Background: an optimization exercise with open tools, aiming at small area, a short achievable clock period and few clock cycles. Do not read the settings as production practice. Function was checked by simulation only, so behaviour that the tests miss may differ from the original. Power is estimated from default activity; no workload was simulated.

<file path="config.mk">
export PLATFORM = sky130hd
export DESIGN_NAME = sa_tile
export DESIGN_NICKNAME = sa_tile
export VERILOG_FILES = /design/flow/design.v
export SDC_FILE = /design/flow/constraint.sdc
export NUM_CORES = 4
export LEC_CHECK = 0
export CAP_MARGIN = 20
export CORE_MARGIN = 2
export CORE_UTILIZATION = 60
export PLACE_DENSITY = 0.68
export SETUP_SLACK_MARGIN = 4.7
export SLEW_MARGIN = 20
</file>
<file path="constraint.sdc">
create_clock -name core_clock -period 9.0 [get_ports {clk}]
set_input_delay 1.8000 -clock core_clock [delete_from_list [all_inputs] [get_ports {clk}]]
set_output_delay 1.8000 -clock core_clock [all_outputs]
set_load 0.01 [all_outputs]
</file>
<file path="design.v">
package sa_pkg;
    typedef enum logic [1:0] {
        IDLE  = 2'd0,
        FEED  = 2'd1,
        FLUSH = 2'd2,
        DRAIN = 2'd3
    } sa_state_t;
    localparam int DEF_WIDTH = 8;
    localparam int DEF_ACC   = 32;
    localparam int DEF_N     = 4;
    localparam int DEF_KW    = 16;
endpackage
module sa_pe_clr (
    input  logic        clk,
    input  logic        job_go,
    input  logic        v,
    input  logic        init_lo15,
    input  logic [14:0] init_hi,
    input  logic [7:0]  a,
    input  logic [3:0]  neg,
    input  logic [3:0]  one,
    input  logic [3:0]  two,
    output logic [30:0] acc
);
    logic        first;         
    logic [15:0] lo;
    logic [14:0] hi;
    logic        cy;
    logic [15:0] lo_m;
    logic        nv;
    logic [3:0]  ns;
    logic [7:0]  pp0, pp1, pp2, pp3;
    logic [8:0]  ax;
    logic [16:0] x, y, t;
    logic s1, c2, s3, c4, s5, c6, s7, c8, s9, c10, s11, c12, s13, c14, s15, c16, s17, c18, s19, c20, s21, c22, s23, c24, s25, c26, s27, c28, s29, c30, s31, c32, s33, c34, s35, c36, s37, c38, s39, c40, s41, c42, s43, c44, s45, c46, s47, c48, s49, c50, s51, c52, s53, c54, s55, c56, s57, c58, s59, c60, s61, c62, s63, c64, s65, c66, s67, c68, s69, c70, s71, c72, s73, c74, s75, c76, s77, c78, s79, c80;
    assign ax = {a, 1'b0};
    assign nv = ~v;
    assign lo_m = first ? {init_lo15, 15'd0} : lo;
    for (genvar m = 0; m < 8; m++) begin : g_pp
        assign pp0[m] = ((one[0] & ax[m+1]) | (two[0] & ax[m])) ^ neg[0];
        assign pp1[m] = ((one[1] & ax[m+1]) | (two[1] & ax[m])) ^ neg[1];
        assign pp2[m] = ((one[2] & ax[m+1]) | (two[2] & ax[m])) ^ neg[2];
        assign pp3[m] = ((one[3] & ax[m+1]) | (two[3] & ax[m])) ^ neg[3];
    end
    for (genvar k = 0; k < 4; k++) begin : g_ns
        assign ns[k] = ~(((one[k] | two[k]) & a[7]) ^ neg[k]);
    end
    assign s1 = pp0[4] ^ pp1[2];
    assign c2 = pp0[4] & pp1[2];
    assign s3 = pp0[5] ^ pp1[3];
    assign c4 = pp0[5] & pp1[3];
    assign s5 = pp0[6] ^ pp1[4] ^ pp2[2];
    assign c6 = (pp0[6] & pp1[4]) | (pp0[6] & pp2[2]) | (pp1[4] & pp2[2]);
    assign s7 = pp3[0] ^ neg[3];
    assign c8 = pp3[0] & neg[3];
    assign s9 = pp0[7] ^ pp1[5] ^ pp2[3];
    assign c10 = (pp0[7] & pp1[5]) | (pp0[7] & pp2[3]) | (pp1[5] & pp2[3]);
    assign s11 = pp3[1] ^ lo_m[7];
    assign c12 = pp3[1] & lo_m[7];
    assign s13 = ns[0] ^ pp1[6] ^ pp2[4];
    assign c14 = (ns[0] & pp1[6]) | (ns[0] & pp2[4]) | (pp1[6] & pp2[4]);
    assign s15 = pp3[2] ^ lo_m[8] ^ 1'b1;
    assign c16 = (pp3[2] & lo_m[8]) | (pp3[2] & 1'b1) | (lo_m[8] & 1'b1);
    assign s17 = pp1[7] ^ pp2[5] ^ pp3[3];
    assign c18 = (pp1[7] & pp2[5]) | (pp1[7] & pp3[3]) | (pp2[5] & pp3[3]);
    assign s19 = lo_m[9] ^ 1'b1;
    assign c20 = lo_m[9] & 1'b1;
    assign s21 = ns[1] ^ pp2[6] ^ pp3[4];
    assign c22 = (ns[1] & pp2[6]) | (ns[1] & pp3[4]) | (pp2[6] & pp3[4]);
    assign s23 = pp2[7] ^ pp3[5];
    assign c24 = pp2[7] & pp3[5];
    assign s25 = pp0[2] ^ pp1[0];
    assign c26 = pp0[2] & pp1[0];
    assign s27 = pp0[3] ^ pp1[1];
    assign c28 = pp0[3] & pp1[1];
    assign s29 = pp2[0] ^ neg[2] ^ lo_m[4];
    assign c30 = (pp2[0] & neg[2]) | (pp2[0] & lo_m[4]) | (neg[2] & lo_m[4]);
    assign s31 = c2 ^ pp2[1] ^ lo_m[5];
    assign c32 = (c2 & pp2[1]) | (c2 & lo_m[5]) | (pp2[1] & lo_m[5]);
    assign s33 = c4 ^ lo_m[6] ^ s5;
    assign c34 = (c4 & lo_m[6]) | (c4 & s5) | (lo_m[6] & s5);
    assign s35 = c6 ^ c8 ^ s9;
    assign c36 = (c6 & c8) | (c6 & s9) | (c8 & s9);
    assign s37 = c10 ^ c12 ^ s13;
    assign c38 = (c10 & c12) | (c10 & s13) | (c12 & s13);
    assign s39 = c14 ^ c16 ^ s17;
    assign c40 = (c14 & c16) | (c14 & s17) | (c16 & s17);
    assign s41 = c18 ^ c20 ^ lo_m[10];
    assign c42 = (c18 & c20) | (c18 & lo_m[10]) | (c20 & lo_m[10]);
    assign s43 = c22 ^ lo_m[11] ^ 1'b1;
    assign c44 = (c22 & lo_m[11]) | (c22 & 1'b1) | (lo_m[11] & 1'b1);
    assign s45 = c24 ^ ns[2] ^ pp3[6];
    assign c46 = (c24 & ns[2]) | (c24 & pp3[6]) | (ns[2] & pp3[6]);
    assign s47 = pp3[7] ^ lo_m[13];
    assign c48 = pp3[7] & lo_m[13];
    assign s49 = pp0[0] ^ neg[0];
    assign c50 = pp0[0] & neg[0];
    assign s51 = pp0[1] ^ lo_m[1];
    assign c52 = pp0[1] & lo_m[1];
    assign s53 = neg[1] ^ lo_m[2] ^ s25;
    assign c54 = (neg[1] & lo_m[2]) | (neg[1] & s25) | (lo_m[2] & s25);
    assign s55 = c26 ^ lo_m[3] ^ s27;
    assign c56 = (c26 & lo_m[3]) | (c26 & s27) | (lo_m[3] & s27);
    assign s57 = c28 ^ s1 ^ s29;
    assign c58 = (c28 & s1) | (c28 & s29) | (s1 & s29);
    assign s59 = c30 ^ s3 ^ s31;
    assign c60 = (c30 & s3) | (c30 & s31) | (s3 & s31);
    assign s61 = c32 ^ s7 ^ s33;
    assign c62 = (c32 & s7) | (c32 & s33) | (s7 & s33);
    assign s63 = c34 ^ s11 ^ s35;
    assign c64 = (c34 & s11) | (c34 & s35) | (s11 & s35);
    assign s65 = c36 ^ s15 ^ s37;
    assign c66 = (c36 & s15) | (c36 & s37) | (s15 & s37);
    assign s67 = c38 ^ s19 ^ s39;
    assign c68 = (c38 & s19) | (c38 & s39) | (s19 & s39);
    assign s69 = c40 ^ s21 ^ s41;
    assign c70 = (c40 & s21) | (c40 & s41) | (s21 & s41);
    assign s71 = c42 ^ s23 ^ s43;
    assign c72 = (c42 & s23) | (c42 & s43) | (s23 & s43);
    assign s73 = c44 ^ lo_m[12] ^ s45;
    assign c74 = (c44 & lo_m[12]) | (c44 & s45) | (lo_m[12] & s45);
    assign s75 = c46 ^ 1'b1 ^ s47;
    assign c76 = (c46 & 1'b1) | (c46 & s47) | (1'b1 & s47);
    assign s77 = c48 ^ ns[3] ^ lo_m[14];
    assign c78 = (c48 & ns[3]) | (c48 & lo_m[14]) | (ns[3] & lo_m[14]);
    assign s79 = lo_m[15] ^ nv;
    assign c80 = lo_m[15] & nv;
    assign x = {c80, c78, c76, c74, c72, c70, c68, c66, c64, c62, c60, c58, c56, c54, c52, c50, lo_m[0]};
    assign y = {nv, s79, s77, s75, s73, s71, s69, s67, s65, s63, s61, s59, s57, s55, s53, s51, s49};
    assign t = x + y;
    always_ff @(posedge clk) begin
        first <= job_go | (first & ~v);
        lo <= t[15:0];
        cy <= t[16];
        hi <= first ? init_hi : hi + {14'd0, cy};
    end
    assign acc = {hi, lo};
endmodule
module sa_tile (
    input  logic          clk,
    input  logic          rst_n,
    input  logic          start,
    input  logic [15:0]   k_len,
    input  logic          in_valid,
    output logic          in_ready,
    input  logic [31:0]   a_in,
    input  logic [31:0]   b_in,
    output logic          out_valid,
    input  logic          out_ready,
    output logic [1:0]    out_row,
    output logic [127:0]  out_data,
    output logic          busy,
    output logic          done
);
    logic        feed, wait1, wait2, drain;
    logic [15:0] rem;           
    logic        rem_is1;       
    logic        v0;            
    logic [3:0]  row_oh;
    logic [3:0]  sel [4];       
    logic [15:0] rem_m1;
    logic        fire, job_go, last_take;
    assign fire      = feed & in_valid;
    assign job_go    = ~busy & start & (k_len != 16'd0);
    assign last_take = drain & out_ready & row_oh[3];
    always_ff @(posedge clk or negedge rst_n) begin
        if (!rst_n) begin
            feed    <= 1'b0;
            wait1   <= 1'b0;
            wait2   <= 1'b0;
            drain   <= 1'b0;
            busy    <= 1'b0;
            done    <= 1'b0;
            rem     <= 16'd0;
            rem_is1 <= 1'b0;
            v0      <= 1'b0;
            row_oh  <= 4'b0001;
            out_row <= 2'd0;
        end else begin
            done   <= last_take;
            v0     <= fire;
            wait1  <= fire & rem_is1;
            wait2  <= wait1;
            if (job_go) begin
                feed    <= 1'b1;
                busy    <= 1'b1;
                rem     <= k_len;
                rem_is1 <= (k_len == 16'd1);
            end else if (fire) begin
                rem     <= rem_m1;
                rem_is1 <= (rem_m1 == 16'd1);
                if (rem_is1) feed <= 1'b0;
            end
            if (wait2) drain <= 1'b1;
            if (drain & out_ready) begin
                row_oh  <= {row_oh[2:0], row_oh[3]};
                out_row <= out_row + 2'd1;
                if (row_oh[3]) begin
                    drain <= 1'b0;
                    busy  <= 1'b0;
                end
            end
        end
    end
    assign rem_m1    = rem - 16'd1;
    always_ff @(posedge clk) begin
        for (int j = 0; j < 4; j++) begin
            if (job_go)                  sel[j] <= 4'b0001;
            else if (drain & out_ready)  sel[j] <= {sel[j][2:0], sel[j][3]};
        end
    end
    assign in_ready  = feed;
    assign out_valid = drain;
    logic [15:0] k_reg, nk;
    always_ff @(posedge clk) begin
        if (job_go) k_reg <= k_len;
    end
    assign nk = 16'd0 - k_reg;
    logic [31:0] a_r;
    logic [3:0]  neg_r [4];
    logic [3:0]  one_r [4];
    logic [3:0]  two_r [4];
    always_ff @(posedge clk) begin
        a_r <= fire ? a_in : 32'd0;
        for (int j = 0; j < 4; j++) begin
            for (int k = 0; k < 4; k++) begin
                logic b2, b1, b0;
                b2 = b_in[8*j + 2*k + 1];
                b1 = b_in[8*j + 2*k];
                b0 = (k == 0) ? 1'b0 : b_in[8*j + 2*k - 1];
                neg_r[j][k] <= b2;
                one_r[j][k] <= b1 ^ b0;
                two_r[j][k] <= (b2 & ~b1 & ~b0) | (~b2 & b1 & b0);
            end
        end
    end
    logic [30:0] acc [4][4];
    for (genvar i = 0; i < 4; i++) begin : g_row
        for (genvar j = 0; j < 4; j++) begin : g_col
            sa_pe_clr u_pe (
                .clk       (clk),
                .job_go    (job_go),
                .v         (v0),
                .init_lo15 (nk[0]),
                .init_hi   (nk[15:1]),
                .a         (a_r[8*i +: 8]),
                .neg       (neg_r[j]),
                .one       (one_r[j]),
                .two       (two_r[j]),
                .acc       (acc[i][j])
            );
        end
    end
    always_comb begin
        for (int j = 0; j < 4; j++) begin
            logic [30:0] r;
            r = ({31{sel[j][0]}} & acc[0][j]) |
                ({31{sel[j][1]}} & acc[1][j]) |
                ({31{sel[j][2]}} & acc[2][j]) |
                ({31{sel[j][3]}} & acc[3][j]);
            out_data[32*j +: 32] = {r[30], r};
        end
    end
endmodule
</file>
<file path="run.sh">
#!/bin/bash
# synth_recipe.tcl (not shown) runs the flow's synth.tcl, then flattens the netlist and writes it again
# the make line also repeats each setting of config.mk as NAME=value (left out here)
make -C /OpenROAD-flow-scripts/flow DESIGN_CONFIG=/design/flow/config.mk WORK_HOME=/design/flow/orfs CLKGATE_MAP_FILE= SYNTH_SCRIPT=/design/flow/synth_recipe.tcl finish
</file>
==> results of run 1 <==
logic make-up (layout without fill, tap and decap cells):
group | after synthesis | after routing | synth area share
AO/OA/AOI/OAI | 1601 | 1601 | 0.177
AND/OR/NAND/NOR | 1537 | 1537 | 0.124
buffers and inverters | 1065 | 1116 | 0.0672
XOR/XNOR | 1028 | 1028 | 0.151
adder cells (fa/ha/maj) | 906 | 906 | 0.240
flip-flops | 670 | 670 | 0.229
multiplexers | 68 | 68 | 0.0121
other | 0 | 1 | 0
through the flow:
stage | cell area (um^2) | setup WS, ns | utilization
finish | 67700 | 4.71 | 0.687
global route | 67700 | 4.63 | 0.687
CTS | 66100 | 4.56 | 0.671
detailed placement | 62800 | 4.03 | 0.637
global placement | 62800 | 4.13 | 0.637
floorplan | 59800 | 4.68 | -
final cells by class:
cell class / count / area share
antenna: 1 / 0.0000370
clock buffer: 105 / 0.0338
clock inverter: 46 / 0.0106
inverter: 600 / 0.0336
multi-input combinational: 5140 / 0.630
sequential: 670 / 0.204
tap: 1287 / 0.0238
timing repair buffer: 365 / 0.0637
power by group:
group / switching (mW) / total [mW] / internal (mW)
Sequential: 1.18 / 5.83 / 4.65
Clock: 1.50 / 3.70 / 2.20
Combinational: 11.7 / 21.7 / 9.98
Total: 14.4 / 31.2 / 16.8
worst max-delay path: cells and delay by family (launching register included):
kind                   cells  cell delay [ns]
buffers and inverters      2             0.77
AOI/OAI and AO/OA          1             0.43
DFF                        1             0.31
and+or+nand+nor            1             0.29
timing repair:
action,in CTS,in global routing
gates cloned,0,15
setup buffers,1,18
resized for setup,87,240
setup endpoints to repair,115,61
endpoints found under the hold margin,0,0
pin swaps,0,28
layer usage:
metal | wire length, um | global-route usage | vias up
li1 | - | - | 23300
met5 | 10 | 0 | -
met3 | 16100 | 0.0597 | 462
met4 | 8690 | 0.145 | 2
met1 | 74000 | 0.442 | 24300
met2 | 82100 | 0.548 | 2139
synth_stat cells (13+ instances only):
master,instances,area [um^2]
mux2i_1,35,350
nand4_1,20,125
inv_1,594,2230
xor2_1,458,4010
a31oi_1,21,131
and3_1,108,676
and2_1,13,81.3
o21a_1,21,158
xnor2_1,569,4980
a211oi_1,42,315
nor4_1,28,175
a21o_1,134,1010
nand3_1,134,671
a22oi_1,696,5230
o21ai_0,298,1490
nor2_1,311,1170
nor3_1,61,305
o2111ai_1,14,123
nor2b_1,188,1180
nand2b_1,123,769
dfxtp_1,624,12500
o21ai_1,23,115
o31ai_1,17,128
o31a_1,15,131
edfxtp_1,16,480
a21oi_1,266,1330
nand3b_1,16,120
mux2_2,33,372
clkbuf_1,390,1460
dfrtp_1,29,726
nand2_1,502,1880
ha_1,506,6330
o21bai_1,28,210
buf_1,66,248
fa_1,400,8010
worst max-delay path by stage:
stage / slack [ns] / from / endpoint
floorplan: 4.68 / one_r[0][3] / g_row[1].g_col[0].u_pe.lo[15]
global placement: 4.13 / a_r[11] / g_row[1].g_col[0].u_pe.lo[15]
detailed placement: 4.03 / a_r[11] / g_row[1].g_col[0].u_pe.lo[15]
CTS: 4.56 / neg_r[0][1] / g_row[1].g_col[0].u_pe.lo[15]
global route: 4.63 / a_r[10] / g_row[1].g_col[0].u_pe.lo[15]
finish: 4.71 / sel[3][2] / out_data[111]
==> results.tsv, run 1 <==
stage	metric	value	unit
grt	remaining global-route overflow	0	
clock_tree	H-tree Lvls	3	
finish	commonest cells after routing, fill and taps aside	a22oi_1 (681), inv_1 (594), dfxtp_1 (582), xnor2_1 (562), nand2_1 (502)	
worst_setup_path	CP max stage cell	clkdlybuf4s50_1	
finish	Layout fillers	8007	
timing	fin crit period	4.29	ns
floorplanning	chip height	320	um
drt	routed vias	50200	
finish	commonest non-fill, non-tap cell in the layout	a22oi_1	
finish	Area Growth Syn to Fin	13.2	%
floorplanning	Starting Density	0.607	
clock_tree	cts hold-fix bufs	0	
drt	DR DRC count	0	
worst_setup_path	cells on worst reg2reg path	15	
drt	via/cell ratio	6.11	
floorplanning	core area	98600	um^2
power	PwrDens	461	nW/um^2
timing	Hold Vio Cnt, Final	0	
hold_path	worst hold path type	reg2reg	
synthesis	Most used DFF post-synth	dfxtp_1	
grt	largest net degree at the start of global routing	70	
timing	max-slew violations	0	
timing	WHS	0.354	ns
grt	first-pass GRT wire length	275000	um
grt	vias in the first global route	49800	
worst_setup_path	Worst Path Required	7.20	ns
synthesis	Yosys warning total	11	
timing	Clock Skew	0.0282	ns
hold_path	worst hold stages	0	
clock_tree	CTS Root Cell	clkbuf_16	
synthesis	cell count after synthesis	6875	
drt	final wirelength	181000	um
finish	area occupied by multi-input gates	42700	um^2
worst_setup_path	RR Endpoint	g_row[0].g_col[1].u_pe.lo[15]	
clock_tree	Sink Count	670	
worst_setup_path	worst setup path class	reg2out	
place	GPL Wtd Cong	0.939	
hold_path	min-delay src	wait1	
finish	max reg flops	256	
timing	Slew @ Worst Pin	1.14	ns
worst_setup_path	R2R Setup Slk	4.76	ns
worst_setup_path	crit start category	flop	
timing	Fin Setup TNS	0	ns
clock_tree	Clock Latency Late Sink	0.69	ns
run	number of max-cap violations	0	
grt	Tot GR Track Use	0.337	
worst_setup_path	WP data arrival	2.49	ns
worst_setup_path	Worst Setup End Kind	output pin	
finish	share of layout cells above drive strength 1	0.0680	
finish	Largest Register	g_row.g_col.u_pe.lo	
hold_path	end of the worst hold path	wait2	
synthesis	Async SR Flop Fraction	0.0448	
drt	drt pass-1 iters	6	
floorplanning	row count	115	
clock_tree	clk slew on worst S/H paths	0.06	ns
synthesis	synthesized flop and latch total	670	
place	DPL Wire Length	119000	um
drt	Antenna Nets Post-Route	0	
finish	non-filler cells, final	8214	
finish	Top Registers	g_row.g_col.u_pe.lo (256), g_row.g_col.u_pe.hi (240), a_r (32)	
drt	initial drt markers	4375	
timing	final cycle utilization of the critical path	0.477	
place	IO Port Bufs	218	
worst_setup_path	Reg-to-Reg Start	a_r[2]	
run_status	status	timing/DRC/antenna clean	
timing	Setup violations, final	0	
synthesis	Seq/Total Area, Yosys	0.229	
synthesis	Mean Syn Cell Area	8.70	um^2
drt	WL per Instance	22.0	um
worst_setup_path	CP cell instances	buf_6 > a22oi_1 > nand2_1 > clkdlybuf4s50_1	
timing	FMAX	233	MHz
grt	initial antenna violation count	2	
power	leakage	29.3	nW
timing	Rel. slew slack	0.241	
power	Pwr Total	31.2	mW
clock_tree	CTS tree	built	
clock_tree	total CTS buffers	81	
clock_tree	clk buf depth	3	
synthesis	post-synthesis cell type count	69	
finish	Layout Nets	7849	
power	maximum vdd drop	283	uV
place	Post-Place Cells	8028	
timing	unrepaired setup endpoints after global routing	yes	
synthesis	Syn Std Cell Area	59800	um^2
synthesis	Mapped Nets	7866	
floorplanning	Die X	320	um
synthesis	EDFF count, synth	16	
floorplanning	full die area	102000	um^2
floorplanning	I/O pin count	219	
worst_setup_path	crit path max fanout	33	
worst_setup_path	Critical Path Max Stage Delay	0.56	ns
finish	FF/Latch Area	13800	um^2
Testbench counts, summed over its fixed seeds: cycles 17,359.
==> run 2: changes to the inputs <==
--- a/config.mk
+++ b/config.mk
@@ -9,4 +9,6 @@
 export CORE_MARGIN = 2
 export CORE_UTILIZATION = 60
+export CTS_CLUSTER_DIAMETER = 80
+export CTS_CLUSTER_SIZE = 24
 export PLACE_DENSITY = 0.68
 export SETUP_SLACK_MARGIN = 4.7
==> run 2 against run 1 <==
Fmax grew 0.72%. Sequential cell count is the same. Synthesized cell count is the same. Final area shrank 2.0%. Power shrank 4.5%. Hold slack gained 0.0060 ns. Largest cell class unchanged. Largest power group unchanged.
==> results.tsv, run 2 <==
stage	metric	value	unit	change
timing	Hold Vio Cnt, Final	0		unchanged
finish	max reg flops	256		unchanged
synthesis	Syn Std Cell Area	59800	um^2	unchanged
grt	initial antenna violation count	4		+2
synthesis	top-count cell post-synth	a22oi_1		
grt	largest net degree at the start of global routing	70		unchanged
power	switch share	0.475		+0.0145
floorplanning	I/O pin count	219		unchanged
grt	first-pass GRT wire length	272000	um	-1.1%
worst_setup_path	Worst Path Required	7.20	ns	about the same
place	GPL Wtd Cong	0.939		unchanged
worst_setup_path	CP max stage cell	dfxtp_4		
timing	Clock Skew	0.0454	ns	+0.0172 ns
clock_tree	cts hold-fix bufs	0		unchanged
power	Psw	14.1	mW	-1.5%
synthesis	area leader, netlist	dfxtp_1		
clock_tree	Clock Latency Late Sink	0.69	ns	about the same
clock_tree	total CTS buffers	47		-42%
drt	Antenna Nets Post-Route	0		unchanged
synthesis	Mean Syn Cell Area	8.70	um^2	unchanged
drt	final wirelength	180000	um	-0.63%
synthesis	EDFF count, synth	16		unchanged
timing	WHS	0.360	ns	+0.00601 ns
hold_path	worst hold path type	reg2reg		
floorplanning	Die X	320	um	unchanged
finish	share of layout cells above drive strength 1	0.0604		-0.00764
floorplanning	Starting Density	0.607		unchanged
synthesis	Most used DFF post-synth	dfxtp_1		
timing	FMAX	235	MHz	+0.72%
power	PwrDens	449	nW/um^2	-2.6%
drt	DR DRC count	0		unchanged
synthesis	most frequent cells after synthesis	a22oi_1 (696), dfxtp_1 (624), inv_1 (594)		
finish	Area Growth Syn to Fin	10.9	%	
clock_tree	clk buf depth	3		unchanged
power	combinational power share	0.722		+0.027
synthesis	top post-synthesis cells by area	dfxtp_1 (21%), fa_1 (13%), ha_1 (11%), a22oi_1 (8.7%), xnor2_1 (8.3%)		
drt	routed vias	49700		-0.93%
finish	Finished Cell Area	66400	um^2	-2.0%
drt	drt pass-1 iters	8		+2
place	Post-Place Cells	8028		unchanged
worst_setup_path	CP cell instances	a22oi_1 > nand2_1 > clkdlybuf4s50_1		
finish	Layout Nets	7814		-0.45%
floorplanning	chip height	320	um	unchanged
clock_tree	CTS Root Cell	clkbuf_16		
place	Placed Area	62800	um^2	unchanged
place	IO Port Bufs	218		unchanged
worst_setup_path	worst setup path class	reg2out		
floorplanning	full die area	102000	um^2	unchanged
place	pre-CTS WS	4.03	ns	unchanged
synthesis	Yosys top cell area share	0.209		unchanged
worst_setup_path	WP data arrival	2.46	ns	-0.03 ns
run	number of max-cap violations	0		unchanged
clock_tree	H-tree Lvls	2		-1
worst_setup_path	Critical Path Max Stage Delay	0.70	ns	+0.14 ns
clock_tree	CTS tree	built		
clock_tree	clk slew on worst S/H paths	0.09	ns	+0.03 ns
drt	WL per Instance	22.1	um	+0.19%
synthesis	cell count after synthesis	6875		unchanged
power	Clock Power Share	0.083		-0.036
worst_setup_path	Worst Setup End Kind	output pin		
finish	Top Registers	g_row.g_col.u_pe.lo (256), g_row.g_col.u_pe.hi (240), a_r (32)		
drt	via/cell ratio	6.11		-0.10%
synthesis	post-synthesis cell type count	69		unchanged
clock_tree	Sink Count	670		unchanged
drt	initial drt markers	4499		+2.8%
power	internal cell power	15.6	mW	-7.1%
finish	Largest Register	g_row.g_col.u_pe.lo		
grt	vias in the first global route	49300		-1.1%
timing	max-slew violations	0		unchanged
timing	Fin Setup TNS	0	ns	unchanged
grt	Tot GR Track Use	0.333		-0.00463
finish	non-filler cells, final	8146		-0.83%
timing	Rel. slew slack	0.243		+0.00180
synthesis	Mapped Nets	7866		unchanged
timing	Setup violations, final	0		unchanged
timing	fin crit period	4.26	ns	-0.0307 ns
timing	worst setup margin	4.74	ns	+0.0307 ns
finish	commonest non-fill, non-tap cell in the layout	a22oi_1		
grt	remaining global-route overflow	0		unchanged
worst_setup_path	crit path max fanout	33		unchanged
run_status	status	timing/DRC/antenna clean		
synthesis	Seq/Total Area, Yosys	0.229		unchanged
finish	final core utilization	0.673		-0.0136
timing	final cycle utilization of the critical path	0.473		-0.00342
place	DPL Wire Length	119000	um	unchanged
synthesis	synthesized flop and latch total	670		unchanged
worst_setup_path	crit start category	flop		
floorplanning	row count	115		unchanged
synthesis	Async SR Flop Fraction	0.0448		unchanged
timing	Slew @ Worst Pin	1.14	ns	-0.00269 ns
power	maximum vdd drop	280	uV	-0.97%
power	Pwr Total	29.8	mW	-4.5%
floorplanning	core area	98600	um^2	unchanged
power	sequential power share	0.195		+0.008
finish	commonest cells after routing, fill and taps aside	a22oi_1 (682), inv_1 (594), dfxtp_1 (580), xnor2_1 (561), nand2_1 (502)		
synthesis	Yosys warning total	11		unchanged
timing	unrepaired setup endpoints after global routing	yes		
power	leakage	28.7	nW	-2.2%
==> run 2: cell counts after synthesis <==
No cell type changed its count.
==> run 2: metal layers <==
| layer | wire (um) | share of wire | vias to the layer above | track usage |
|---|---|---|---|---|
| met5 | 35 | 0.00019 | - | 0 |
| met4 | 8150 | 0.045 | 6 | 0.131 |
| met3 | 15100 | 0.084 | 425 | 0.0529 |
| met2 | 82200 | 0.46 | 1965 | 0.545 |
| met1 | 74200 | 0.41 | 24100 | 0.440 |
| li1 | - | - | 23200 | - |
==> run 2: power groups by stage <==
stage	Sequential, mW	Combinational [mW]	Clock, mW
final	5.81	21.5	2.46
after detailed placement	5.84	20.5	0
after floorplan	5.36	16.1	0
after global placement	5.81	20.0	0
after global routing	5.97	24.1	2.60
after CTS	5.78	20.7	2.51
==> run 2: final timing paths <==
path / from / to / slack [ns] / depth (start not counted)
max: sel[0][2] / out_data[11] / 4.74 / 3
min: wait1 / wait2 / 0.36 / 0
max reg2reg: neg_r[0][3] / g_row[1].g_col[0].u_pe.lo[15] / 4.81 / 16
min reg2reg: wait1 / wait2 / 0.36 / 0
max in group asynchronous: rst_n / row_oh[0] / 7.17 / 2
min in group asynchronous: rst_n / done / 1.51 / 2
==> run 2: cell type report <==
cell class              instances  area, um^2
inverters                     600        2270
clock buffers                  51        1200
diodes                          1        2.50
repair buffers                364        4320
clock inverters                33         467
multi-input cells            5140       42600
fillers                      8180       32200
well taps                    1287        1610
flip-flops and latches        670       13800
==> run 2: critical path, delay by kind of cell, from the launching register on <==
family / cells / cell delay [ns]
AO/OA/AOI/OAI: 1 / 0.24
buffers and inverters: 1 / 0.58
flip-flops: 1 / 0.70
AND/OR/NAND/NOR: 1 / 0.25
==> run 2: kinds of logic (layout without fill, tap and decap cells) <==
group           after synthesis  in the layout  synth area share
flops                       670            670             0.229
compound gates             1601           1601             0.177
other cells                   0              1                 0
fa+ha+maj                   906            906             0.240
xor+xnor                   1028           1028             0.151
buf+inv                    1065           1048            0.0672
mux                          68             68            0.0121
simple gates               1537           1537             0.124
==> run 2: repair_timing <==
| item | CTS | global route |
|---|---|---|
| endpoints found under the hold margin | 0 | 0 |
| setup endpoints to repair | 118 | 70 |
| gates cloned | 0 | 17 |
| setup buffers | 1 | 15 |
| pin swaps | 0 | 27 |
| resized for setup | 75 | 263 |
==> run 3: changes to the inputs <==
==> flow/run.sh (new file) <==
#!/bin/bash
# Standard layout, with plain buffers (buf_2) as the port buffers instead of
# the resizer's default pick. make's full output goes to flow_make.log.
set -euo pipefail
bash standard.sh "BUFFER_PORTS_ARGS=-buffer_cell sky130_fd_sc_hd__buf_2" finish > flow_make.log 2>&1
==> standard.sh (new file) <==
#!/bin/bash
# synth_recipe.tcl (not shown) runs the flow's synth.tcl, then flattens the netlist and writes it again
# the make line also repeats each setting of config.mk as NAME=value (left out here)
make -C /OpenROAD-flow-scripts/flow DESIGN_CONFIG=/design/flow/config.mk WORK_HOME=/design/flow/orfs CLKGATE_MAP_FILE= SYNTH_SCRIPT=/design/flow/synth_recipe.tcl "${@:-finish}"
removed: run.sh
==> run 3 against run 2 <==
Still clean. Sequential cell count stayed put. Sequential power about the same. Hold slack gained 0.013 ns. Largest cell class unchanged.
==> results.tsv, run 3 <==
stage	metric	value	unit	change
worst_setup_path	worst setup path class	reg2reg		
power	Clock Power Share	0.088		+0.005
synthesis	post-synthesis cell type count	69		unchanged
drt	Detail Route met2 WL	82400	um	+0.25%
synthesis	largest family of logic cells by synthesized area	adder cells		
synthesis	top-count cell post-synth	a22oi_1		
synthesis	XOR/XNOR share of the synthesized area	0.151		unchanged
drt	initial drt markers	4248		-5.6%
timing	unrepaired setup endpoints after global routing	yes		
synthesis	Adder-Cell Fraction of Synth Area	0.240		unchanged
timing	Rel. slew slack	0.257		+0.0149
floorplanning	core area	98600	um^2	unchanged
synthesis	area leader, netlist	dfxtp_1		
worst_setup_path	crit start category	flop		
finish	Largest Register	g_row.g_col.u_pe.lo		
floorplanning	Die X	320	um	unchanged
drt	Met3 Routed Length	15500	um	+2.7%
synthesis	compound-gate portion of the synthesized area	0.177		unchanged
finish	final core utilization	0.664		-0.00950
worst_setup_path	Worst Path Required	9.64	ns	+2.44 ns
worst_setup_path	CP endpoint	g_row[2].g_col[0].u_pe.cy		
power	internal cell power	15.4	mW	-1.7%
clock_tree	CTS Root Cell	clkbuf_16		
worst_setup_path	cells on worst reg2reg path	15		-1
hold_path	worst hold path type	reg2reg		
grt	remaining global-route overflow	0		unchanged
place	GPL Wtd Cong	0.927		-1.3%
timing	Slew @ Worst Pin	1.11	ns	-0.0224 ns
synthesis	EDFF count, synth	16		unchanged
clock_tree	Sink Count	670		unchanged
grt	initial antenna violation count	4		unchanged
drt	wl on met1	73400	um	-1.1%
worst_setup_path	crit path buf inv count	2		+1
worst_setup_path	CP Launch Point	a_r[19]		
finish	commonest non-fill, non-tap cell in the layout	a22oi_1		
worst_setup_path	crit path max fanout	32		-3.0%
worst_setup_path	Worst Setup End Kind	flop		
drt	via/cell ratio	6.08		-0.38%
grt	Tot GR Track Use	0.331		-0.00142
drt	routed vias	49600		-0.30%
power	combinational power share	0.715		-0.007
place	IO Port Bufs	218		unchanged
worst_setup_path	most frequent CP cell	fa_1		
synthesis	Most used DFF post-synth	dfxtp_1		
power	switch share	0.481		+0.00651
floorplanning	row count	115		unchanged
clock_tree	clk buf depth	3		unchanged
drt	WL per Instance	22.0	um	-0.31%
synthesis	multiplexer area fraction after synthesis	0.0121		unchanged
floorplanning	Starting Density	0.607		unchanged
worst_setup_path	CP delay by family, top	adder cells		
timing	max-slew violations	0		unchanged
worst_setup_path	Critical Path Max Stage Delay	0.56	ns	-0.14 ns
worst_setup_path	Reg-to-Reg Start	a_r[19]		
power	maximum vdd drop	277	uV	-1.2%
grt	vias in the first global route	48500		-1.5%
worst_setup_path	WP data arrival	4.84	ns	+2.38 ns
synthesis	Mean Syn Cell Area	8.70	um^2	unchanged
floorplanning	full die area	102000	um^2	unchanged
timing	final cycle utilization of the critical path	0.467		-0.00645
synthesis	synthesized flop and latch total	670		unchanged
synthesis	Mapped Nets	7866		unchanged
timing	Hold Vio Cnt, Final	0		unchanged
run_status	status	timing/DRC/antenna clean		
grt	first-pass GRT wire length	270000	um	-0.66%
worst_setup_path	RR Endpoint	g_row[2].g_col[0].u_pe.cy		
timing	fin crit period	4.20	ns	-0.0580 ns
worst_setup_path	R2R Setup Slk	4.80	ns	about the same
clock_tree	cts hold-fix bufs	0		unchanged
synthesis	Yosys warning total	11		unchanged
synthesis	most frequent cells after synthesis	a22oi_1 (696), dfxtp_1 (624), inv_1 (594)		
finish	Layout Nets	7814		unchanged
drt	Antenna Nets Post-Route	0		unchanged
floorplanning	chip height	320	um	unchanged
timing	FMAX	238	MHz	+1.4%
finish	Top Registers	g_row.g_col.u_pe.lo (256), g_row.g_col.u_pe.hi (240), a_r (32)		
drt	DR DRC count	0		unchanged
finish	Area Growth Syn to Fin	9.35	%	
synthesis	Simple-Gate Fraction of Synth Area	0.124		unchanged
worst_setup_path	CP max stage cell	fa_1		
worst_setup_path	Stages on worst setup path	15		+12
finish	non-filler cells, final	8153		+0.086%
place	Post-Place Cells	8023		-0.062%
power	Psw	14.3	mW	+0.91%
timing	Fin Setup TNS	0	ns	unchanged
clock_tree	Clock Latency Late Sink	0.71	ns	+0.02 ns
floorplanning	I/O pin count	219		unchanged
run	number of max-cap violations	0		unchanged
power	sequential power share	0.197		+0.002
timing	Clock Skew	0.0323	ns	-0.0131 ns
finish	share of layout cells above drive strength 1	0.0939		+0.0335
synthesis	Yosys top cell area share	0.209		unchanged
clock_tree	clk slew on worst S/H paths	0.10	ns	about the same
place	DPL Wire Length	119000	um	+0.37%
clock_tree	total CTS buffers	50		+6.4%
synthesis	cell count after synthesis	6875		unchanged
power	PwrDens	453	nW/um^2	+0.97%
power	leakage	28.8	nW	+0.59%
worst_setup_path	CP cell instances	buf_12 > a22oi_1 > xor2_1 > fa_1 > fa_1 > inv_1 > fa_1 > ha_2 > nand3_1 > a21oi_1 > o31ai_1 > a31oi_1 > nor4_1 > nor3_1 > xor2_1		
drt	drt pass-1 iters	6		-2
finish	commonest cells after routing, fill and taps aside	a22oi_1 (680), inv_1 (594), dfxtp_1 (575), xnor2_1 (562), nand2_1 (502)		
synthesis	Async SR Flop Fraction	0.0448		unchanged
synthesis	Syn Std Cell Area	59800	um^2	unchanged
drt	final wirelength	179000	um	-0.22%
clock_tree	CTS tree	built		
synthesis	Seq/Total Area, Yosys	0.229		unchanged
clock_tree	H-tree Lvls	2		unchanged
grt	largest net degree at the start of global routing	70		unchanged
finish	max reg flops	256		unchanged
drt	Top Layer Used	met5		
synthesis	top post-synthesis cells by area	dfxtp_1 (21%), fa_1 (13%), ha_1 (11%), a22oi_1 (8.7%), xnor2_1 (8.3%)		
timing	Setup violations, final	0		unchanged
run 3: through the flow:
stage / hold slack (ns) / area (um^2) / setup slack, ns / power (mW)
after floorplan: 0.331 / 59800 / 4.68 / 21.5
after global placement: 0.342 / 61700 / 4.26 / 25.5
after detailed placement: 0.348 / 61700 / 4.22 / 26.0
after CTS: 0.370 / 63800 / 4.67 / 28.8
after global routing: 0.387 / 65400 / 4.61 / 32.6
final: 0.373 / 65400 / 4.80 / 29.6
run 3: metal layers:
metal	global-route usage	up-vias
li1	-	23200
met1	0.444	24000
met2	0.548	1986
met3	0.0421	371
met4	0.123	2
met5	0	-
run 3: area by class of cell:
class / instances / area [um^2]
Sequential cell: 670 / 13800
Clock inverter: 36 / 494
Tap cell: 1287 / 1610
Antenna cell: 4 / 10.0
Multi-Input combinational cell: 5140 / 42600
Fill cell: 8331 / 33100
Timing Repair Buffer: 361 / 3260
Clock buffer: 55 / 1300
Inverter: 600 / 2270
run 3: worst min path at each step:
stage / start / slack [ns] / depth (start not counted) / to
floorplan: wait1 / 0.33 / 0 / wait2
global placement: wait1 / 0.34 / 0 / wait2
detailed placement: wait1 / 0.35 / 0 / wait2
CTS: wait1 / 0.37 / 0 / wait2
global route: wait1 / 0.39 / 0 / wait2
finish: wait1 / 0.37 / 0 / wait2
run 3: worst reg2reg max path, cell delays in order (launching register included):
cell	delay (ns)
dfxtp_1	0.36
buf_12	0.27
a22oi_1	0.16
xor2_1	0.18
fa_1	0.54
fa_1	0.56
inv_1	0.06
fa_1	0.48
ha_2	0.39
nand3_1	0.10
a21oi_1	0.13
o31ai_1	0.11
a31oi_1	0.30
nor4_1	0.08
nor3_1	0.28
xor2_1	0.16
run 3: repair_timing:
action | CTS | global route
gates cloned | 1 | 17
buffers inserted | 0 | 17
gates resized for setup | 87 | 249
endpoints found under the setup margin | 68 | 63
pin swaps | 1 | 19
run 3: kinds of logic (layout without fill, tap and decap cells):
| kind of cell | after synthesis | after routing |
|---|---|---|
| fa+ha+maj | 906 | 906 |
| xor+xnor | 1028 | 1028 |
| compound gates | 1601 | 1601 |
| mux | 68 | 68 |
| simple gates | 1537 | 1537 |
| flops | 670 | 670 |
| other cells | 0 | 4 |
| buf+inv | 1065 | 1052 |
run 3: power by group through the flow:
stage	Clock [mW]	Combinational (mW)	Sequential, mW
2_1_floorplan	0	16.1	5.36
3_3_place_gp	0	19.7	5.84
3_5_place_dp	0	20.1	5.87
4_1_cts	2.65	20.3	5.81
5_1_grt	2.73	23.8	5.99
6_report	2.60	21.2	5.84
==> run 4: changes to the inputs <==
--- a/config.mk
+++ b/config.mk
@@ -11,4 +11,5 @@
 export CTS_CLUSTER_DIAMETER = 80
 export CTS_CLUSTER_SIZE = 24
+export GPL_ROUTABILITY_DRIVEN = 0
 export PLACE_DENSITY = 0.68
 export SETUP_SLACK_MARGIN = 4.7
==> run 4 against run 3 <==
Still clean on timing, DRC and antenna. Via count hardly changed. Count of clock-buffer cells in the layout decreased by 4. Sequential cell count did not move. Wire length rose by 0.62%. Power is 0.36% lower. Clock skew is 0.0073 ns higher. Largest cell class unchanged.
==> results.tsv, run 4 <==
stage	metric	value	unit	change
grt	largest net degree at the start of global routing	70		unchanged
finish	max reg flops	256		unchanged
clock_tree	Clock Latency Late Sink	0.70	ns	about the same
drt	drt pass-1 iters	6		unchanged
finish	Largest Register	g_row.g_col.u_pe.lo		
finish	commonest non-fill, non-tap cell in the layout	a22oi_1		
grt	Tot GR Track Use	0.332		+0.000779
worst_setup_path	WP data arrival	4.88	ns	+0.04 ns
synthesis	Mapped Nets	7866		unchanged
timing	Setup violations, final	0		unchanged
floorplanning	row count	115		unchanged
timing	final cycle utilization of the critical path	0.471		+0.00435
drt	initial drt markers	4429		+4.3%
worst_setup_path	Worst Path Required	9.63	ns	about the same
synthesis	Yosys warning total	11		unchanged
drt	final wirelength	180000	um	+0.62%
synthesis	area leader, netlist	dfxtp_1		
finish	share of layout cells above drive strength 1	0.0939		about the same
timing	FMAX	236	MHz	-0.92%
run	number of max-cap violations	0		unchanged
drt	Antenna Nets Post-Route	0		unchanged
synthesis	synthesized flop and latch total	670		unchanged
clock_tree	clk slew on worst S/H paths	0.09	ns	about the same
synthesis	top-count cell post-synth	a22oi_1		
synthesis	Async SR Flop Fraction	0.0448		unchanged
timing	Hold Vio Cnt, Final	0		unchanged
hold_path	worst hold path type	reg2reg		
synthesis	Most used DFF post-synth	dfxtp_1		
timing	max-slew violations	0		unchanged
floorplanning	core area	98600	um^2	unchanged
synthesis	post-synthesis cell type count	69		unchanged
floorplanning	Starting Density	0.607		unchanged
finish	Top Registers	g_row.g_col.u_pe.lo (256), g_row.g_col.u_pe.hi (240), a_r (32)		
finish	Finished Cell Area	65400	um^2	about the same
floorplanning	chip height	320	um	unchanged
timing	fin crit period	4.24	ns	+0.0392 ns
clock_tree	H-tree Lvls	2		unchanged
drt	DR DRC count	0		unchanged
place	Placed Area	61700	um^2	about the same
synthesis	Syn Std Cell Area	59800	um^2	unchanged
finish	Layout Nets	7823		+0.12%
finish	Area Growth Syn to Fin	9.33	%	about the same
synthesis	top post-synthesis cells by area	dfxtp_1 (21%), fa_1 (13%), ha_1 (11%), a22oi_1 (8.7%), xnor2_1 (8.3%)		
timing	unrepaired setup endpoints after global routing	yes		
synthesis	Mean Syn Cell Area	8.70	um^2	unchanged
run_status	status	timing/DRC/antenna clean		
drt	routed vias	49600		+0.046%
power	leakage	28.9	nW	about the same
grt	vias in the first global route	48500		-0.043%
synthesis	EDFF count, synth	16		unchanged
drt	WL per Instance	22.1	um	+0.55%
floorplanning	full die area	102000	um^2	unchanged
grt	remaining global-route overflow	0		unchanged
timing	Fin Setup TNS	0	ns	unchanged
power	PwrDens	452	nW/um^2	-0.34%
clock_tree	CTS Root Cell	clkbuf_16		
worst_setup_path	worst setup path class	reg2reg		
clock_tree	total CTS buffers	48		-4.0%
timing	Rel. slew slack	0.246		-0.0113
timing	Slew @ Worst Pin	1.13	ns	+0.0169 ns
worst_setup_path	crit path max fanout	32		unchanged
synthesis	Seq/Total Area, Yosys	0.229		unchanged
worst_setup_path	Worst Setup End Kind	flop		
floorplanning	Die X	320	um	unchanged
synthesis	most frequent cells after synthesis	a22oi_1 (696), dfxtp_1 (624), inv_1 (594)		
clock_tree	Sink Count	670		unchanged
grt	first-pass GRT wire length	270000	um	about the same
drt	via/cell ratio	6.08		about the same
place	IO Port Bufs	218		unchanged
grt	initial antenna violation count	3		-1
synthesis	cell count after synthesis	6875		unchanged
power	maximum vdd drop	252	uV	-9.0%
clock_tree	CTS tree	built		
synthesis	Yosys top cell area share	0.209		unchanged
place	DPL Wire Length	119000	um	about the same
finish	commonest cells after routing, fill and taps aside	a22oi_1 (684), inv_1 (594), dfxtp_1 (570), xnor2_1 (562), nand2_1 (502)		
timing	Clock Skew	0.0396	ns	+0.00729 ns
worst_setup_path	crit start category	flop		
clock_tree	clk buf depth	3		unchanged
floorplanning	I/O pin count	219		unchanged
run 4: cell types whose count changed in the layout (fill, tap and decap cells not counted), sizes merged:
cell	delta
clkinv	+6
buf	+11
bufbuf	+2
inv	-5
clkinvlp	-1
clkbuf	-6
diode	-1
run 4: cells by family (layout without fill, tap and decap cells):
logic type,Yosys count,count (layout),synth area share
muxes,68,68,0.0121
xor gates and xnor gates,1028,1028,0.151
buffers and inverters,1065,1059,0.0672
and+or+nand+nor,1537,1537,0.124
DFF,670,670,0.229
adders and majority gates,906,906,0.240
other,0,3,0
AOI/OAI and AO/OA,1601,1601,0.177
run 4: final timing paths:
path | from | end | slack, ns | cells past startpoint
min in group asynchronous | rst_n | drain | 1.14 | 1
setup / recovery | a_r[15] | g_row[1].g_col[0].u_pe.lo[15] | 4.76 | 15
max in group asynchronous | rst_n | feed | 7.36 | 1
hold reg to reg | wait1 | wait2 | 0.36 | 0
setup reg to reg | a_r[15] | g_row[1].g_col[0].u_pe.lo[15] | 4.76 | 15
hold / removal | wait1 | wait2 | 0.36 | 0
run 4: metrics by stage:
stage	cells	power, mW	hold slack, ns	setup WS [ns]	utilization
floorplan	6875	21.5	0.331	4.68	-
global placement	8020	25.5	0.349	4.28	0.626
detailed placement	8020	25.9	0.340	4.11	0.626
CTS	8114	28.6	0.361	4.67	0.648
global route	8156	32.5	0.374	4.64	0.664
finish	8159	29.5	0.361	4.76	0.664
run 4: per-layer routing:
layer | part of all wire | global-route usage | routed length [um] | up-vias
met5 | 0.00019 | 0 | 34 | -
met4 | 0.049 | 0.135 | 8840 | 6
met1 | 0.41 | 0.437 | 74400 | 24000
met2 | 0.45 | 0.540 | 80600 | 1959
met3 | 0.092 | 0.0597 | 16500 | 419
li1 | - | - | - | 23200
run 4: power breakdown:
group	internal (mW)	switching, mW
combinational	9.62	11.6
clock	1.10	1.36
sequential	4.64	1.20
run 4: final cells by class:
type,count,area [um^2]
Antenna cell,3,7.51
Clock buffer,51,1220
Clock inverter,36,464
Fill cell,8254,33200
Inverter,600,2270
Multi-Input combinational cell,5140,42600
Sequential cell,670,13900
Tap cell,1287,1610
Timing Repair Buffer,372,3320
run 4: timing repair:
item / in CTS / in global routing
gates cloned: 3 / 16
pin swaps: 0 / 35
endpoints found under the setup margin: 76 / 56
hold buffers: 0 / 0
resized for setup: 105 / 218
buffers inserted: 4 / 26
run 4: worst max-delay path, stage by stage, from the launching register on:
cell	delay, ns
dfxtp_1	0.31
clkbuf_8	0.25
a22oi_1	0.24
xor2_1	0.21
fa_1	0.47
fa_1	0.57
inv_1	0.06
fa_1	0.54
ha_2	0.30
a21oi_1	0.13
o21ai_0	0.10
a21oi_1	0.14
o21ai_1	0.11
or3_1	0.37
a31oi_1	0.21
xnor2_1	0.13
==> run 5: changes to the inputs <==
--- a/config.mk
+++ b/config.mk
@@ -11,6 +11,5 @@
 export CTS_CLUSTER_DIAMETER = 80
 export CTS_CLUSTER_SIZE = 24
-export GPL_ROUTABILITY_DRIVEN = 0
-export PLACE_DENSITY = 0.68
+export PLACE_DENSITY = 0.75
 export SETUP_SLACK_MARGIN = 4.7
 export SLEW_MARGIN = 20
==> run 5 against run 4 <==
Via count grew 2.8%. Synthesized area unchanged. Clock power down 4%.
==> results.tsv, run 5 <==
stage	metric	value	unit	change
run_status	status	timing/DRC/antenna clean		
finish	commonest cells after routing, fill and taps aside	a22oi_1 (677), inv_1 (594), dfxtp_1 (581), xnor2_1 (564), nand2_1 (502)		
grt	largest net degree at the start of global routing	70		unchanged
floorplanning	Starting Density	0.607		unchanged
worst_setup_path	Worst Path Required	7.20	ns	-2.43 ns
timing	FMAX	234	MHz	-0.78%
drt	via/cell ratio	6.26		+3.0%
floorplanning	row count	115		unchanged
drt	drt pass-1 iters	6		unchanged
grt	Tot GR Track Use	0.334		+0.00230
hold_path	worst hold stages	0		unchanged
synthesis	Async SR Flop Fraction	0.0448		unchanged
finish	Area Growth Syn to Fin	8.99	%	
finish	max reg flops	256		unchanged
finish	Layout Nets	7813		-0.13%
drt	initial drt markers	5054		+14%
clock_tree	Sink Count	670		unchanged
finish	share of layout cells above drive strength 1	0.0918		-0.00212
clock_tree	H-tree Lvls	2		unchanged
clock_tree	clk buf depth	3		unchanged
floorplanning	full die area	102000	um^2	unchanged
worst_setup_path	Worst Setup End Kind	output pin		
drt	WL per Instance	22.5	um	+1.7%
timing	Clock Skew	0.0415	ns	+0.00190 ns
place	GPL Wtd Cong	0.936		
synthesis	top-count cell post-synth	a22oi_1		
timing	final cycle utilization of the critical path	0.475		+0.00369
power	PwrDens	457	nW/um^2	+1.2%
synthesis	synthesized flop and latch total	670		unchanged
finish	Largest Register	g_row.g_col.u_pe.lo		
clock_tree	clk slew on worst S/H paths	0.10	ns	about the same
grt	first-pass GRT wire length	274000	um	+1.3%
timing	Rel. slew slack	0.247		+0.000536
timing	WHS	0.361	ns	-0.000306 ns
worst_setup_path	RR Endpoint	g_row[1].g_col[0].u_pe.lo[15]		
synthesis	cell count after synthesis	6875		unchanged
hold_path	end of the worst hold path	wait2		
worst_setup_path	R2R Setup Slk	4.77	ns	about the same
grt	initial antenna violation count	6		+3
synthesis	Yosys top cell area share	0.209		unchanged
clock_tree	CTS Root Cell	clkbuf_16		
finish	Layout fillers	7948		-3.7%
place	Placed Area	61700	um^2	about the same
synthesis	most frequent cells after synthesis	a22oi_1 (696), dfxtp_1 (624), inv_1 (594)		
timing	fin crit period	4.28	ns	+0.0332 ns
worst_setup_path	WP data arrival	2.48	ns	-2.40 ns
worst_setup_path	crit path max fanout	33		+3.1%
grt	met1 usage	0.429		-0.00790
power	leakage	28.7	nW	-0.48%
timing	Slew @ Worst Pin	1.13	ns	-0.000804 ns
grt	vias in the first global route	50900		+5.0%
finish	Finished Cell Area	65200	um^2	-0.32%
synthesis	Syn Std Cell Area	59800	um^2	unchanged
place	pre-CTS WS	4.26	ns	+0.148 ns
floorplanning	Die X	320	um	unchanged
run	number of max-cap violations	0		unchanged
timing	Setup violations, final	0		unchanged
finish	Top Registers	g_row.g_col.u_pe.lo (256), g_row.g_col.u_pe.hi (240), a_r (32)		
grt	gr busiest metal	met2		
drt	routed vias	51000		+2.8%
synthesis	EDFF count, synth	16		unchanged
grt	Global Route met2 Usage	0.562		+0.0225
timing	Fin Setup TNS	0	ns	unchanged
clock_tree	total CTS buffers	44		-8.3%
drt	DR DRC count	0		unchanged
floorplanning	core area	98600	um^2	unchanged
place	IO Port Bufs	218		unchanged
worst_setup_path	worst setup path class	reg2out		
worst_setup_path	cells on worst reg2reg path	16		+1
hold_path	worst hold path type	reg2reg		
synthesis	Yosys warning total	11		unchanged
timing	Hold Vio Cnt, Final	0		unchanged
clock_tree	cts hold-fix bufs	0		unchanged
clock_tree	CTS tree	built		
synthesis	Mapped Nets	7866		unchanged
floorplanning	chip height	320	um	unchanged
synthesis	area leader, netlist	dfxtp_1		
worst_setup_path	crit start category	flop		
timing	worst setup margin	4.72	ns	-0.0332 ns
drt	final wirelength	183000	um	+1.5%
synthesis	post-synthesis cell type count	69		unchanged
hold_path	min-delay src	wait1		
timing	max-slew violations	0		unchanged
synthesis	Most used DFF post-synth	dfxtp_1		
worst_setup_path	Reg-to-Reg Start	neg_r[0][3]		
synthesis	Seq/Total Area, Yosys	0.229		unchanged
timing	unrepaired setup endpoints after global routing	yes		
power	Pwr Total	29.8	mW	+0.88%
floorplanning	I/O pin count	219		unchanged
grt	GR Util met3	0.0510		-0.00874
finish	commonest non-fill, non-tap cell in the layout	a22oi_1		
clock_tree	Clock Latency Late Sink	0.66	ns	-0.04 ns
synthesis	top post-synthesis cells by area	dfxtp_1 (21%), fa_1 (13%), ha_1 (11%), a22oi_1 (8.7%), xnor2_1 (8.3%)		
synthesis	Mean Syn Cell Area	8.70	um^2	unchanged
drt	Antenna Nets Post-Route	0		unchanged
place	DPL Wire Length	120000	um	+0.54%
grt	remaining global-route overflow	0		unchanged
power	maximum vdd drop	450	uV	+78%
[run 5: layer usage]
layer,part of all wire,routed length [um]
met5,0.000082,15
met4,0.057,10500
met3,0.097,17800
met2,0.46,83800
met1,0.39,71000
[run 5: worst max-delay path: stages, from the launching register on]
cell	delay (ns)
dfxtp_2	0.95
a22oi_1	0.35
nand2_1	0.32
buf_2	0.19
[run 5: kinds of logic (layout without fill, tap and decap cells)]
family,count (synthesis),in the layout,share of synthesized area
xor+xnor,1028,1028,0.151
other cells,0,3,0
mux,68,68,0.0121
simple gates,1537,1537,0.124
buf+inv,1065,1043,0.0672
flops,670,670,0.229
compound gates,1601,1601,0.177
fa+ha+maj,906,906,0.240
[run 5: layout make-up]
type,count,area (um^2),area share
multi-input combinational,5140,42700,0.655
antenna,3,7.51,0.000115
sequential,670,13800,0.212
inverter,600,2270,0.0349
clock inverter,29,382,0.00585
tap,1287,1610,0.0247
timing repair buffer,366,3280,0.0504
clock buffer,48,1150,0.0176
[run 5: how the worst max path moves through the flow]
stage / endpoint / depth (start not counted) / slack (ns) / startpoint
global route: g_row[3].g_col[2].u_pe.cy / 14 / 4.62 / a_r[24]
global placement: g_row[1].g_col[0].u_pe.lo[15] / 17 / 4.30 / neg_r[0][1]
floorplan: g_row[1].g_col[0].u_pe.lo[15] / 18 / 4.68 / one_r[0][3]
finish: out_data[13] / 3 / 4.72 / sel[0][2]
CTS: g_row[1].g_col[0].u_pe.lo[15] / 17 / 4.59 / two_r[0][1]
detailed placement: g_row[1].g_col[0].u_pe.lo[15] / 17 / 4.26 / neg_r[0][1]
[run 5: timing repair]
action / 4_1_cts / 5_1_grt
gates cloned: 1 / 18
gates resized for setup: 87 / 251
buffers inserted: 0 / 8
pin swaps: 1 / 29
hold endpoints to repair: 0 / 0
endpoints found under the setup margin: 73 / 69
[run 5: metrics by stage]
stage                     instances   util
final                          8143  0.662
after global routing           8140  0.661
after CTS                      8114  0.646
after detailed placement       8036  0.626
after global placement         8035  0.626
after floorplan                6875      -
[run 5: power by group]
part / leakage (nW) / switching [mW] / internal (mW)
clock: 0.743 / 1.30 / 1.05
combinational: 22.2 / 11.9 / 9.67
sequential: 5.77 / 1.22 / 4.64
total: 28.7 / 14.4 / 15.4
==> run 6: changes to the inputs <==
--- a/config.mk
+++ b/config.mk
@@ -9,7 +9,5 @@
 export CORE_MARGIN = 2
 export CORE_UTILIZATION = 60
-export CTS_CLUSTER_DIAMETER = 80
-export CTS_CLUSTER_SIZE = 24
-export PLACE_DENSITY = 0.75
+export PLACE_DENSITY = 0.68
 export SETUP_SLACK_MARGIN = 4.7
 export SLEW_MARGIN = 20
==> run 6 against run 5 <==
Still clean on timing, DRC and antenna. Critical path depth is 13 higher. Synthesized cell count stayed put. Sequential share of layout area decreased by 0.40 points. Count of clock-buffer cells in the layout grew 68. Largest power group unchanged. Highest routed layer unchanged.
==> results.tsv, run 6 <==
stage	metric	value	unit	change
run_status	status	timing/DRC/antenna clean		
synthesis	cell count after synthesis	6875		unchanged
floorplanning	Die X	320	um	unchanged
grt	initial antenna violation count	3		-3
finish	commonest non-fill, non-tap cell in the layout	a22oi_1		
timing	Fin Setup TNS	0	ns	unchanged
hold_path	worst hold path type	reg2reg		
synthesis	most frequent cells after synthesis	a22oi_1 (696), dfxtp_1 (624), inv_1 (594)		
finish	Finished Cell Area	66500	um^2	+2.0%
finish	area occupied by multi-input gates	42600	um^2	-0.22%
clock_tree	H-tree Lvls	3		+1
grt	largest net degree at the start of global routing	70		unchanged
synthesis	Yosys warning total	11		unchanged
timing	max-slew violations	0		unchanged
finish	Layout Nets	7856		+0.55%
worst_setup_path	Worst Path Required	9.55	ns	+2.35 ns
grt	first-pass GRT wire length	272000	um	-0.75%
synthesis	Syn Std Cell Area	59800	um^2	unchanged
run	number of max-cap violations	0		unchanged
worst_setup_path	worst setup path class	reg2reg		
finish	Layout fillers	8214		+3.3%
drt	via/cell ratio	6.06		-3.2%
drt	initial drt markers	4132		-18%
drt	WL per Instance	22.0	um	-2.0%
timing	Rel. slew slack	0.217		-0.0292
finish	Largest Register	g_row.g_col.u_pe.lo		
floorplanning	Starting Density	0.607		unchanged
synthesis	top post-synthesis cells by area	dfxtp_1 (21%), fa_1 (13%), ha_1 (11%), a22oi_1 (8.7%), xnor2_1 (8.3%)		
timing	Clock Skew	0.0246	ns	-0.0169 ns
synthesis	Seq/Total Area, Yosys	0.229		unchanged
place	IO Port Bufs	218		unchanged
timing	final cycle utilization of the critical path	0.468		-0.00668
finish	final core utilization	0.675		+0.0132
power	maximum vdd drop	239	uV	-47%
synthesis	area leader, netlist	dfxtp_1		
timing	Slew @ Worst Pin	1.17	ns	+0.0437 ns
drt	routed vias	49800		-2.3%
grt	vias in the first global route	49000		-3.8%
finish	max reg flops	256		unchanged
finish	Top Registers	g_row.g_col.u_pe.lo (256), g_row.g_col.u_pe.hi (240), a_r (32)		
clock_tree	CTS Root Cell	clkbuf_16		
finish	Area Growth Syn to Fin	11.2	%	
grt	Tot GR Track Use	0.334		-0.000669
synthesis	Mean Syn Cell Area	8.70	um^2	unchanged
synthesis	post-synthesis cell type count	69		unchanged
timing	Hold Vio Cnt, Final	0		unchanged
worst_setup_path	crit path max fanout	16		-52%
timing	FMAX	237	MHz	+1.4%
floorplanning	I/O pin count	219		unchanged
power	leakage	29.4	nW	+2.5%
synthesis	synthesized flop and latch total	670		unchanged
timing	Setup violations, final	0		unchanged
finish	share of layout cells above drive strength 1	0.0985		+0.00676
floorplanning	row count	115		unchanged
timing	fin crit period	4.22	ns	-0.0601 ns
clock_tree	Clock Latency Late Sink	0.69	ns	+0.03 ns
clock_tree	clk buf depth	3		unchanged
finish	FF/Latch Area	13800	um^2	about the same
clock_tree	CTS tree	built		
drt	final wirelength	181000	um	-1.1%
grt	remaining global-route overflow	0		unchanged
synthesis	Async SR Flop Fraction	0.0448		unchanged
timing	unrepaired setup endpoints after global routing	yes		
worst_setup_path	crit start category	flop		
floorplanning	full die area	102000	um^2	unchanged
worst_setup_path	WP data arrival	4.77	ns	+2.29 ns
clock_tree	Sink Count	670		unchanged
clock_tree	cts hold-fix bufs	0		unchanged
synthesis	Most used DFF post-synth	dfxtp_1		
place	DPL Wire Length	119000	um	-0.51%
place	GPL Wtd Cong	0.927		-0.97%
floorplanning	core area	98600	um^2	unchanged
synthesis	EDFF count, synth	16		unchanged
drt	DR DRC count	0		unchanged
drt	Antenna Nets Post-Route	0		unchanged
clock_tree	total CTS buffers	81		+84%
drt	drt pass-1 iters	6		unchanged
finish	commonest cells after routing, fill and taps aside	a22oi_1 (683), inv_1 (594), dfxtp_1 (576), xnor2_1 (562), nand2_1 (502)		
power	PwrDens	461	nW/um^2	+0.84%
worst_setup_path	Worst Setup End Kind	flop		
floorplanning	chip height	320	um	unchanged
synthesis	top-count cell post-synth	a22oi_1		
place	Placed Area	61700	um^2	about the same
synthesis	Mapped Nets	7866		unchanged
synthesis	Yosys top cell area share	0.209		unchanged
clock_tree	clk slew on worst S/H paths	0.06	ns	-0.04 ns
run 6: worst max-delay path, cell delays in order (launching register included):
cell and delay (ns):
dfxtp_4 0.40, buf_12 0.22, a22oi_1 0.13, xnor2_1 0.16, fa_1 0.55, inv_1 0.05
fa_1 0.52, fa_1 0.57, inv_1 0.05, ha_1 0.37, a21o_1 0.21, a21oi_2 0.18
o31ai_4 0.10, a21oi_2 0.21, o21bai_2 0.11, mux2i_1 0.15, nand3_1 0.10
run 6: final timing paths:
check                      startpoint                        end  slack [ns]  cells past startpoint
setup / recovery               a_r[4]  g_row[0].g_col[2].u_pe.cy        4.78                     16
hold / removal                  wait1                      wait2        0.36                      0
setup reg to reg               a_r[4]  g_row[0].g_col[2].u_pe.cy        4.78                     16
hold reg to reg                 wait1                      wait2        0.36                      0
max in group asynchronous       rst_n                    rem[10]        7.37                      1
min in group asynchronous       rst_n                      wait2        1.16                      1
run 6: logic make-up after synthesis:
family	after synthesis	synth area share
xor+xnor	1028	0.151
compound gates	1601	0.177
simple gates	1537	0.124
buf+inv	1065	0.0672
flops	670	0.229
mux	68	0.0121
fa+ha+maj	906	0.240
run 6: repair_timing:
item,4_1_cts,5_1_grt
setup buffers,0,27
pin swaps,1,19
resized for setup,76,244
gates cloned,0,19
setup endpoints to repair,71,62
run 6: metal layers:
layer / wire length, um / global-route usage / share of wire
met2: 82600 / 0.547 / 0.46
met4: 9070 / 0.135 / 0.050
met3: 14800 / 0.0533 / 0.082
met5: 13 / 0 / 0.000072
met1: 74600 / 0.440 / 0.41
run 6: through the flow:
stage	hold slack, ns	total power, mW	std cells	worst slack, ns
final	0.364	30.7	8219	4.78
after CTS	0.362	29.8	8172	4.63
after detailed placement	0.348	26.0	8023	4.22
after floorplan	0.331	21.5	6875	4.68
after global placement	0.342	25.5	8023	4.26
after global routing	0.379	33.6	8218	4.62
run 6: final cells by class:
| class | count | area share |
|---|---|---|
| well taps | 1287 | 0.0242 |
| inverters | 600 | 0.0342 |
| multi-input cells | 5140 | 0.640 |
| clock buffers | 116 | 0.0352 |
| diodes | 1 | 0.0000376 |
| clock inverters | 33 | 0.00794 |
| repair buffers | 372 | 0.0502 |
| flip-flops and latches | 670 | 0.208 |
run 6: power breakdown:
part           leakage, nW  switching [mW]  internal [mW]
Clock                 1.40            1.45           2.11
Combinational         22.3            11.7           9.56
Sequential            5.78            1.20           4.65
==> run 7: changes to the inputs <==
--- a/config.mk
+++ b/config.mk
@@ -10,4 +10,4 @@
 export CORE_UTILIZATION = 60
 export PLACE_DENSITY = 0.68
-export SETUP_SLACK_MARGIN = 4.7
+export SETUP_SLACK_MARGIN = 4.85
 export SLEW_MARGIN = 20
==> run 7 against run 6 <==
Still clean. Global-route usage is 0.39 points higher. Register-to-register slack gained 0.08 ns. Synthesized cell count is the same. Sequential power hardly changed. Fmax up 1.9%. First-iteration DRC count is 27% higher. Cell count is 0.99% higher.
==> results.tsv, run 7 <==
stage	metric	value	unit	change
place	pre-CTS WS	4.15	ns	-0.0687 ns
worst_setup_path	Worst Path Required	9.62	ns	+0.07 ns
run_status	status	timing/DRC/antenna clean		
synthesis	top post-synthesis cells by area	dfxtp_1 (21%), fa_1 (13%), ha_1 (11%), a22oi_1 (8.7%), xnor2_1 (8.3%)		
clock_tree	H-tree Lvls	3		unchanged
drt	Antenna Nets Post-Route	0		unchanged
finish	commonest cells after routing, fill and taps aside	a22oi_1 (615), inv_1 (593), xnor2_1 (558), dfxtp_1 (551), nand2_1 (502)		
finish	share of layout cells above drive strength 1	0.136		+0.0370
worst_setup_path	Worst Setup End Kind	flop		
worst_setup_path	crit start category	flop		
worst_setup_path	worst setup path class	reg2reg		
finish	Area Growth Syn to Fin	16.1	%	
hold_path	worst hold path type	reg2reg		
synthesis	Mean Syn Cell Area	8.70	um^2	unchanged
grt	initial antenna violation count	7		+4
synthesis	most frequent cells after synthesis	a22oi_1 (696), dfxtp_1 (624), inv_1 (594)		
place	GPL Wtd Cong	0.929		+0.28%
floorplanning	full die area	102000	um^2	unchanged
grt	first-pass GRT wire length	275000	um	+1.1%
timing	worst setup margin	4.86	ns	+0.0768 ns
floorplanning	row count	115		unchanged
place	IO Port Bufs	218		unchanged
timing	Setup violations, final	0		unchanged
clock_tree	Sink Count	670		unchanged
worst_setup_path	cells on worst reg2reg path	15		-1
finish	max reg flops	256		unchanged
drt	WL per Instance	23.5	um	+6.8%
grt	remaining global-route overflow	0		unchanged
finish	Top Registers	g_row.g_col.u_pe.lo (256), g_row.g_col.u_pe.hi (240), a_r (32)		
finish	commonest non-fill, non-tap cell in the layout	a22oi_1		
finish	Layout Nets	7933		+0.98%
clock_tree	clk slew on worst S/H paths	0.06	ns	about the same
clock_tree	clk buf depth	3		unchanged
timing	Slew @ Worst Pin	1.13	ns	-0.0433 ns
power	PwrDens	471	nW/um^2	+2.3%
timing	final cycle utilization of the critical path	0.460		-0.00853
floorplanning	core area	98600	um^2	unchanged
drt	initial drt markers	5260		+27%
hold_path	worst hold stages	0		unchanged
grt	largest net degree at the start of global routing	70		unchanged
drt	DR DRC count	0		unchanged
finish	Largest Register	g_row.g_col.u_pe.lo		
drt	drt pass-1 iters	7		+1
floorplanning	Starting Density	0.607		unchanged
worst_setup_path	WP data arrival	4.76	ns	about the same
place	Post-Place Cells	8024		+0.012%
floorplanning	chip height	320	um	unchanged
synthesis	Most used DFF post-synth	dfxtp_1		
worst_setup_path	crit path max fanout	16		unchanged
## run 7: cell counts after synthesis
Identical to the previous run, type by type.
## run 7: area by class of cell
class | instances | area, um^2
Antenna cell | 4 | 10.0
Clock buffer | 111 | 2280
Clock inverter | 41 | 597
Fill cell | 7713 | 29100
Inverter | 600 | 2290
Multi-Input combinational cell | 5140 | 43900
Sequential cell | 670 | 13900
Tap cell | 1287 | 1610
Timing Repair Buffer | 447 | 4800
## run 7: where the power goes
group,internal [mW],switching (mW)
logic,10.7,12.6
registers,4.65,1.20
clock network,2.09,1.49
total,17.4,15.3
## run 7: path summary, 6_finish.rpt
kind                             start                             to  slack [ns]
min                              wait1                          wait2        0.37
min in group asynchronous        rst_n                           feed        1.16
max reg2reg                two_r[0][1]  g_row[1].g_col[0].u_pe.lo[15]        4.86
max                        two_r[0][1]  g_row[1].g_col[0].u_pe.lo[15]        4.86
max in group asynchronous        rst_n                        rem[13]        7.37
min reg2reg                      wait1                          wait2        0.37
## run 7: metrics by stage
step                cell area, um^2  utilization
detailed placement            61700        0.626
global placement              61700        0.626
global route                  69400        0.704
CTS                           65700        0.667
floorplan                     59900            -
finish                        69400        0.705
## run 7: cell families (layout without fill, tap and decap cells)
| group | count (synthesis) | after routing | synth area share |
|---|---|---|---|
| AOI/OAI and AO/OA | 1601 | 1601 | 0.177 |
| xor gates and xnor gates | 1028 | 1028 | 0.151 |
| adders and majority gates | 906 | 906 | 0.240 |
| buffers and inverters | 1065 | 1199 | 0.0672 |
| DFF | 670 | 670 | 0.229 |
| muxes | 68 | 68 | 0.0121 |
| other | 0 | 4 | 0 |
| and+or+nand+nor | 1537 | 1537 | 0.124 |
## run 7: layer usage
metal	share of wire	vias to the layer above	wire, um	global-route usage
li1	-	23500	-	-
met5	0.00015	-	29	0
met2	0.44	2723	86000	0.538
met1	0.39	25000	76900	0.453
met3	0.11	627	20600	0.0582
met4	0.060	4	11600	0.142
## run 7: what timing repair did
| item | 4_1_cts | 5_1_grt |
|---|---|---|
| gates cloned | 7 | 49 |
| setup buffers | 14 | 50 |
| pin swaps | 7 | 142 |
| endpoints found under the hold margin | 0 | 0 |
| endpoints found under the setup margin | 108 | 68 |
| resized for setup | 196 | 409 |
## run 7: worst max-delay path, stage by stage, from the launching register on
cell and delay (ns):
dfxtp_4 0.39, buf_12 0.17, a22oi_2 0.10, xnor2_1 0.26, fa_1 0.49, fa_1 0.54, inv_1 0.05, fa_1 0.57
ha_4 0.23, a21oi_1 0.14, o21ai_0 0.12, a21oi_1 0.20, o21ai_2 0.10, or3_4 0.35, a31oi_2 0.19, xnor2_1 0.13

Re-timed with assumed drivers on the ports (clkbuf_16 on the clock, buf_2 on other inputs), run 7 has 4.861 ns of setup slack against 4.861 ns with ideal ports, and 4.861 ns once port delays also move by the mid clock arrival of 0.756 ns.
